From an optimization exercise on the open Yosys and OpenROAD flow, aimed at small area, a short achievable clock period and few clock cycles per item; shortcuts taken in it are not production practice.
At most, simulation tests tie the RTL to the original design; equivalence was not proved.

the previous run:
## servo_slew_limited_pwm_top
module servo_slew_limited_pwm_top #(
  parameter int CHANNELS = 5
) (
  input  logic               clk,
  input  logic               rst_n,
  input  logic               in_valid,
  output logic               in_ready,
  input  logic               in_op,
  input  logic [2:0]         in_channel,
  input  logic signed [11:0] in_target_pos,
  input  logic [11:0]        in_step_limit,
  input  logic               in_enable_req,
  input  logic [4:0]         in_pins_low,
  output logic               out_valid,
  input  logic               out_ready,
  output logic [2:0]         out_channel,
  output logic               out_pwm_write,
  output logic [11:0]        out_pwm_value,
  output logic               out_last,
  input  logic               cfg_we,
  input  logic [1:0]         cfg_index,
  input  logic [11:0]        cfg_wdata
);
clock: 11.0 ns
lec_check: 0
cap_margin: 20
core_margin: 2
core_utilization: 55
cts_cluster_diameter: 100
cts_cluster_size: 30
setup_slack_margin: 5
slew_margin: 20
run.sh (not shown) runs the stock make flow with config.mk's settings and CLKGATE_MAP_FILE= SYNTH_SCRIPT=/design/flow/synth_recipe.tcl, a recipe that flattens the netlist after the stock synthesis.
Testbench counts of the previous run, summed over its fixed seeds: cycles 11,359, items 9,600.
Setup changes, the previous run to the current run
Settings: ABC_CLOCK_PERIOD_IN_PS now 5000, previously not set; CTS_CLUSTER_SIZE no longer set, was 30; CTS_BUF_LIST now sky130_fd_sc_hd__clkbuf_4, previously not set; CTS_CLUSTER_DIAMETER no longer set, was 100; CORE_UTILIZATION now 40, was 55.
--- outcome ---
Summary: worst hold slack, the current run worse than the previous run
Delta (the current run minus the previous run): layout buffering overhead excluding clock cells barely changed; setup slack on the worst flop-to-flop path climbed 140 ps.
The current run reports a lower final estimated routing congestion in global placement than the previous run does.
The current run: full flow OK, the timing, DRC and antenna checks passed
Changes observed in the current run relative to the previous run: signal arrival time at the worst endpoint has increased; minimum clock period after layout decreased 140 ps; via count saw an increase.

========
Another version of the RTL of servo_slew_limited_pwm_top (not shown whole).
For scale: about 2,600 cells after synthesis, ~400 flip-flops, roughly 72 I/O pins, about 0.024 mm^2 of cells after synthesis.
==> flow/design.v (excerpt) <==
module servo_slew_limited_pwm_top #(
  parameter int CHANNELS = 5
) (
  input  logic               clk,
  input  logic               rst_n,
  input  logic               in_valid,
  output logic               in_ready,
  input  logic               in_op,
  input  logic [2:0]         in_channel,
  input  logic signed [11:0] in_target_pos,
  input  logic [11:0]        in_step_limit,
  input  logic               in_enable_req,
  input  logic [4:0]         in_pins_low,
  output logic               out_valid,
  input  logic               out_ready,
  output logic [2:0]         out_channel,
  output logic               out_pwm_write,
  output logic [11:0]        out_pwm_value,
  output logic               out_last,
  input  logic               cfg_we,
  input  logic [1:0]         cfg_index,
  input  logic [11:0]        cfg_wdata
);
Settings: LEC_CHECK=0, CAP_MARGIN=20, CORE_MARGIN=2, CORE_UTILIZATION=55, CTS_CLUSTER_DIAMETER=100, CTS_CLUSTER_SIZE=30, SLEW_MARGIN=20; clock period 11.0 ns.
standard.sh (not shown) runs the stock make flow with config.mk's settings and CLKGATE_MAP_FILE= SYNTH_SCRIPT=/design/flow/synth_recipe.tcl, a recipe that flattens the netlist after the stock synthesis.
==> flow/flow/run.sh <==
#!/bin/bash
set -euo pipefail
bash standard.sh SETUP_SLACK_MARGIN=6.5 finish > standard.log 2>&1
Testbench counts at the start, summed over its fixed seeds: cycles 9,884, items 9,600.
Change:
==> flow/run.sh (new file) <==
#!/bin/bash
# synth_recipe.tcl (not shown) runs the flow's synth.tcl, then flattens the netlist and writes it again
# the make line also repeats each setting of config.mk as NAME=value (left out here)
make -C /OpenROAD-flow-scripts/flow DESIGN_CONFIG=/design/flow/config.mk WORK_HOME=/design/flow/orfs CLKGATE_MAP_FILE= SYNTH_SCRIPT=/design/flow/synth_recipe.tcl finish
- CTS_CLUSTER_DIAMETER: 100 -> default
- CTS_CLUSTER_SIZE: 30 -> default
- SETUP_SLACK_MARGIN: default -> 5
removed: flow/flow/run.sh
removed: flow/standard.sh
Design area falls by about 12%.
Die area stays the same.
Area after synthesis does not change.
Critical path depth is lower by 3.
Fmax is lower by 3.5%.
Sequential share of layout area came out higher by 3.8 points.
Final cell count went down by about 4%.
Change:
- CTS_CLUSTER_DIAMETER: default -> 100
- CTS_CLUSTER_SIZE: default -> 30
The changed run finished with timing, DRC and antenna clean.
Clock-buffer cell count is lower by 31.
Via count is lower slightly.
Die area is unchanged.
Change:
- CORE_UTILIZATION: 55 -> 40
- CTS_CLUSTER_DIAMETER: 100 -> default
- CTS_CLUSTER_SIZE: 30 -> default
- SETUP_SLACK_MARGIN: 5 -> 4
What happened: Hold slack got worse by 0.041 ns; critical path depth went up by 2; design area went up by 2.9%; routed wire length went up by 2.8%; first-iteration DRC count went down by 20%; via count went up by 1.4%.

========
Starting RTL as in the previous note.
clock: 11.0 ns
lec_check: 0
cap_margin: 20
core_margin: 2
core_utilization: 55
cts_cluster_diameter: 100
cts_cluster_size: 30
slew_margin: 20
==> flow/flow/run.sh <==
#!/bin/bash
set -euo pipefail
bash standard.sh SETUP_SLACK_MARGIN=6 finish > standard.log 2>&1
The first run completed with no timing, DRC or antenna violations.
Testbench counts at the start, summed over its fixed seeds: cycles 9,884, items 9,600.
Rerun with:
==> flow/run.sh (new file) <==
#!/bin/bash
# synth_recipe.tcl (not shown) runs the flow's synth.tcl, then flattens the netlist and writes it again
# the make line also repeats each setting of config.mk as NAME=value (left out here)
make -C /OpenROAD-flow-scripts/flow DESIGN_CONFIG=/design/flow/config.mk WORK_HOME=/design/flow/orfs CLKGATE_MAP_FILE= SYNTH_SCRIPT=/design/flow/synth_recipe.tcl finish
Settings changed: CTS_CLUSTER_DIAMETER 100 to not set, CTS_CLUSTER_SIZE 30 to not set, SETUP_SLACK_MARGIN set to 5, TNS_END_PERCENT set to 0.
removed: flow/flow/run.sh
removed: flow/standard.sh
Outcome: The changed run completed with no timing, DRC or antenna violations. Clock skew climbs by 14 ps. Die area is unchanged. Worst setup slack loses 430 ps. Worst hold slack loses 11 ps. Cell area drops by 7.5%. Sequential share of layout area climbs by 2.5 points. Routed wire length drops by 11%.
Rerun with:
Settings changed: ABC_CLOCK_PERIOD_IN_PS set to 5000, CORE_UTILIZATION 55 to 40, TNS_END_PERCENT 0 to not set.
=> Routed wire length rises by a few percent. Count of clock-buffer cells in the layout rises by 1. Via count rises by a few percent. Worst setup slack improved by 230 ps. Synthesized cell count stays the same.
Rerun with:
Settings changed: ABC_CLOCK_PERIOD_IN_PS 5000 to not set, CORE_UTILIZATION 40 to 65.
Effect: Non-clock buffer count shrinks by 20; hold slack is better by 33 ps; cell count went down by 9.8%; global-route usage goes up by 11 points.

========
RTL: one of the versions met above, not the one the previous note started from.
Size: roughly 2200 cells after synthesis, about 390 flip-flops, about 72 I/O pins, roughly 23000 um^2 of cells after synthesis.
==> flow/config.mk <==
export PLATFORM = sky130hd
export DESIGN_NAME = servo_slew_limited_pwm_top
export DESIGN_NICKNAME = servo_slew_limited_pwm_top
export VERILOG_FILES = /design/flow/design.v
export SDC_FILE = /design/flow/constraint.sdc
export NUM_CORES = 4
export LEC_CHECK = 0
export ABC_CLOCK_PERIOD_IN_PS = 3000
export CAP_MARGIN = 20
export CORE_MARGIN = 2
export CORE_UTILIZATION = 40
export SETUP_SLACK_MARGIN = 5
export SLEW_MARGIN = 20
==> flow/constraint.sdc <==
create_clock -name core_clock -period 11.0 [get_ports {clk}]
set_input_delay 2.2000 -clock core_clock [delete_from_list [all_inputs] [get_ports {clk}]]
set_output_delay 2.2000 -clock core_clock [all_outputs]
set_load 0.01 [all_outputs]
run.sh (not shown) runs the stock make flow with config.mk's settings and CLKGATE_MAP_FILE= SYNTH_SCRIPT=/design/flow/synth_recipe.tcl, a recipe that flattens the netlist after the stock synthesis.
Stock flow here: none of the scripts above is used.
Testbench counts at the start, summed over its fixed seeds: cycles 11,359, items 9,600.
Next try:
Settings changed: ABC_AREA set to 1, ABC_CLOCK_PERIOD_IN_PS 3000 to 5000.
The new run completed without violations.
Hold slack stays flat.
First-iteration DRC count grows by well over a third.
Die area grows by a few percent.
Cell count grows by about a fifth.
Clock skew shrinks by 0.0069 ns.
Next try:
==> flow/flow/run.sh (new file) <==
#!/bin/bash
set -euo pipefail
bash standard.sh SETUP_SLACK_MARGIN=6.5 finish > standard.log 2>&1
==> flow/standard.sh (new file) <==
#!/bin/bash
# synth_recipe.tcl (not shown) runs the flow's synth.tcl, then flattens the netlist and writes it again
# the make line also repeats each setting of config.mk as NAME=value (left out here)
make -C /OpenROAD-flow-scripts/flow DESIGN_CONFIG=/design/flow/config.mk WORK_HOME=/design/flow/orfs CLKGATE_MAP_FILE= SYNTH_SCRIPT=/design/flow/synth_recipe.tcl "${@:-finish}"
Settings changed: ABC_AREA 1 to unset, ABC_CLOCK_PERIOD_IN_PS 5000 to unset, SETUP_SLACK_MARGIN 5 to unset.
removed: flow/run.sh
Result: Global-route usage is lower by 1.0 points. First-iteration DRC count is lower by about a fifth. Register-to-register slack improved by 0.54 ns. Worst setup slack improved by 0.54 ns. Non-clock buffer count came out higher by 110. Synthesized area fell by a few percent. Via count falls by roughly a tenth. Clock-buffer cell count came out higher by 2. Routed wire length goes down slightly.
Next try:
==> flow/run.sh (new file) <==
#!/bin/bash
# synth_recipe.tcl (not shown) runs the flow's synth.tcl, then flattens the netlist and writes it again
# the make line also repeats each setting of config.mk as NAME=value (left out here)
make -C /OpenROAD-flow-scripts/flow DESIGN_CONFIG=/design/flow/config.mk WORK_HOME=/design/flow/orfs CLKGATE_MAP_FILE= SYNTH_SCRIPT=/design/flow/synth_recipe.tcl finish
Settings changed: ABC_CLOCK_PERIOD_IN_PS set to 5000, SETUP_SLACK_MARGIN set to 5.
removed: flow/flow/run.sh
removed: flow/standard.sh
The changed run completed with no timing, DRC or antenna violations.
Sequential share of layout area goes up by 2.9 points.
Setup slack degrades by 0.44 ns.
Clock skew goes down by 0.0041 ns.
Routed wire length goes down by 8.9%.
Final cell count goes down by 3.5%.
Count of clock-buffer cells in the layout goes down by 10.
Worst hold slack is about the same.

========
servo_slew_limited_pwm_top, a different RTL version from the one above (not shown whole).
Size in the first run: roughly 2200 cells after synthesis, about 370 flip-flops, roughly 0.022 sq mm of cells after synthesis.
Settings: LEC_CHECK=0, ABC_CLOCK_PERIOD_IN_PS=5000, CAP_MARGIN=20, CORE_MARGIN=2, CORE_UTILIZATION=40, SETUP_SLACK_MARGIN=5, SLEW_MARGIN=20; clock period 11.0 ns.
Stock flow here: none of the scripts above is used.
Testbench counts at the start, summed over its fixed seeds: cycles 11,359, items 9,600.
==> next run, changes <==
- ABC_CLOCK_PERIOD_IN_PS: 5000 -> unset
- SETUP_SLACK_MARGIN: 5 -> unset
Result: Setup slack degrades by 1.2 ns; core utilization decreases by 1.6 points; die area is unchanged.

========
Another version of the RTL of servo_slew_limited_pwm_top (not shown whole).
Size in the first run: ~2500 cells after synthesis.
clock: 11.0 ns
lec_check: 0
cap_margin: 20
core_margin: 2
core_utilization: 55
cts_cluster_diameter: 100
cts_cluster_size: 30
setup_slack_margin: 5
slew_margin: 20
The starting point went through all stages and came out clean.
Edit:
Settings changed: CTS_CLUSTER_DIAMETER 100 to not set, CTS_CLUSTER_SIZE 30 to not set.
Register-to-register slack barely changes.
Cell count grows by 1.7%.
Core utilization came out higher by 2.4 points.
First-iteration DRC count grows by 15%.
Routed wire length climbs by 2.9%.
Global-route usage came out higher by 0.54 points.
No run of this note included a check of the RTL's function; only the layout flow was run.

==> afterwards: timing with drivers on the ports <==
Ports are ideal in the flow. The routed layouts listed here were re-timed in OpenROAD.
Step 1 (the two cells are an assumption about what drives the block):
set clk [get_ports {clk}]
set_driving_cell -lib_cell sky130_fd_sc_hd__clkbuf_16 $clk
set_driving_cell -lib_cell sky130_fd_sc_hd__buf_2 [delete_from_list [all_inputs] $clk]
Step 2, shift: input delay + t, output delay - t, t = (earliest + latest rising clock arrival at the registers) / 2. This alone moves slack from input paths to output paths.
a / b / c = no drivers / after step 1 / after step 2; a / b = the first two.
run	t, ns	slack for setup (ns)	worst setup path after step 2
the previous run	0.594	5.386 / 5.386 / 5.386	register to register
the current run	0.804	5.528 / 5.528 / 5.528	register to register
the first run of note 2	0.612	5.497 / 5.497 / 5.497	register to register
the second run of note 2	0.637	5.298 / 5.298 / 5.298	register to register
the third run of note 2	0.615	5.219 / 5.219 / 5.219	register to register
the fourth run of note 2	0.640	4.476 / 4.476 / 4.476	register to register
the first run of note 3	0.617	5.448 / 5.448 / 5.448	register to register
the second run of note 3	0.638	5.020 / 5.020 / 5.020	register to register
the third run of note 3	0.641	5.247 / 5.247 / 5.247	register to register
the fourth run of note 3	0.630	5.227 / 5.227 / 5.227	register to register
the first run of note 4	0.603	5.537 / 5.537 / 5.537	register to register
the second run of note 4	0.638	5.434 / 5.434 / 5.434	register to register
the third run of note 4	0.617	5.977 / 5.977 / 5.977	register to register
the fourth run of note 4	0.603	5.537 / 5.537 / 5.537	register to register
the first run of note 5	0.626	4.024 / 4.024 / 4.024	register to register
the second run of note 5	0.627	2.782 / 2.782 / 2.782	register to register
the first run of note 6	0.597	5.196 / 5.196 / 4.697	input to register
the second run of note 6	0.640	5.188 / 5.188 / 4.654	input to register
After both steps every run listed still meets setup and hold. For the second run of note 6, which loses most, drivers alone change the setup slack by 0.000 ns; drivers and shift together by -0.534 ns.
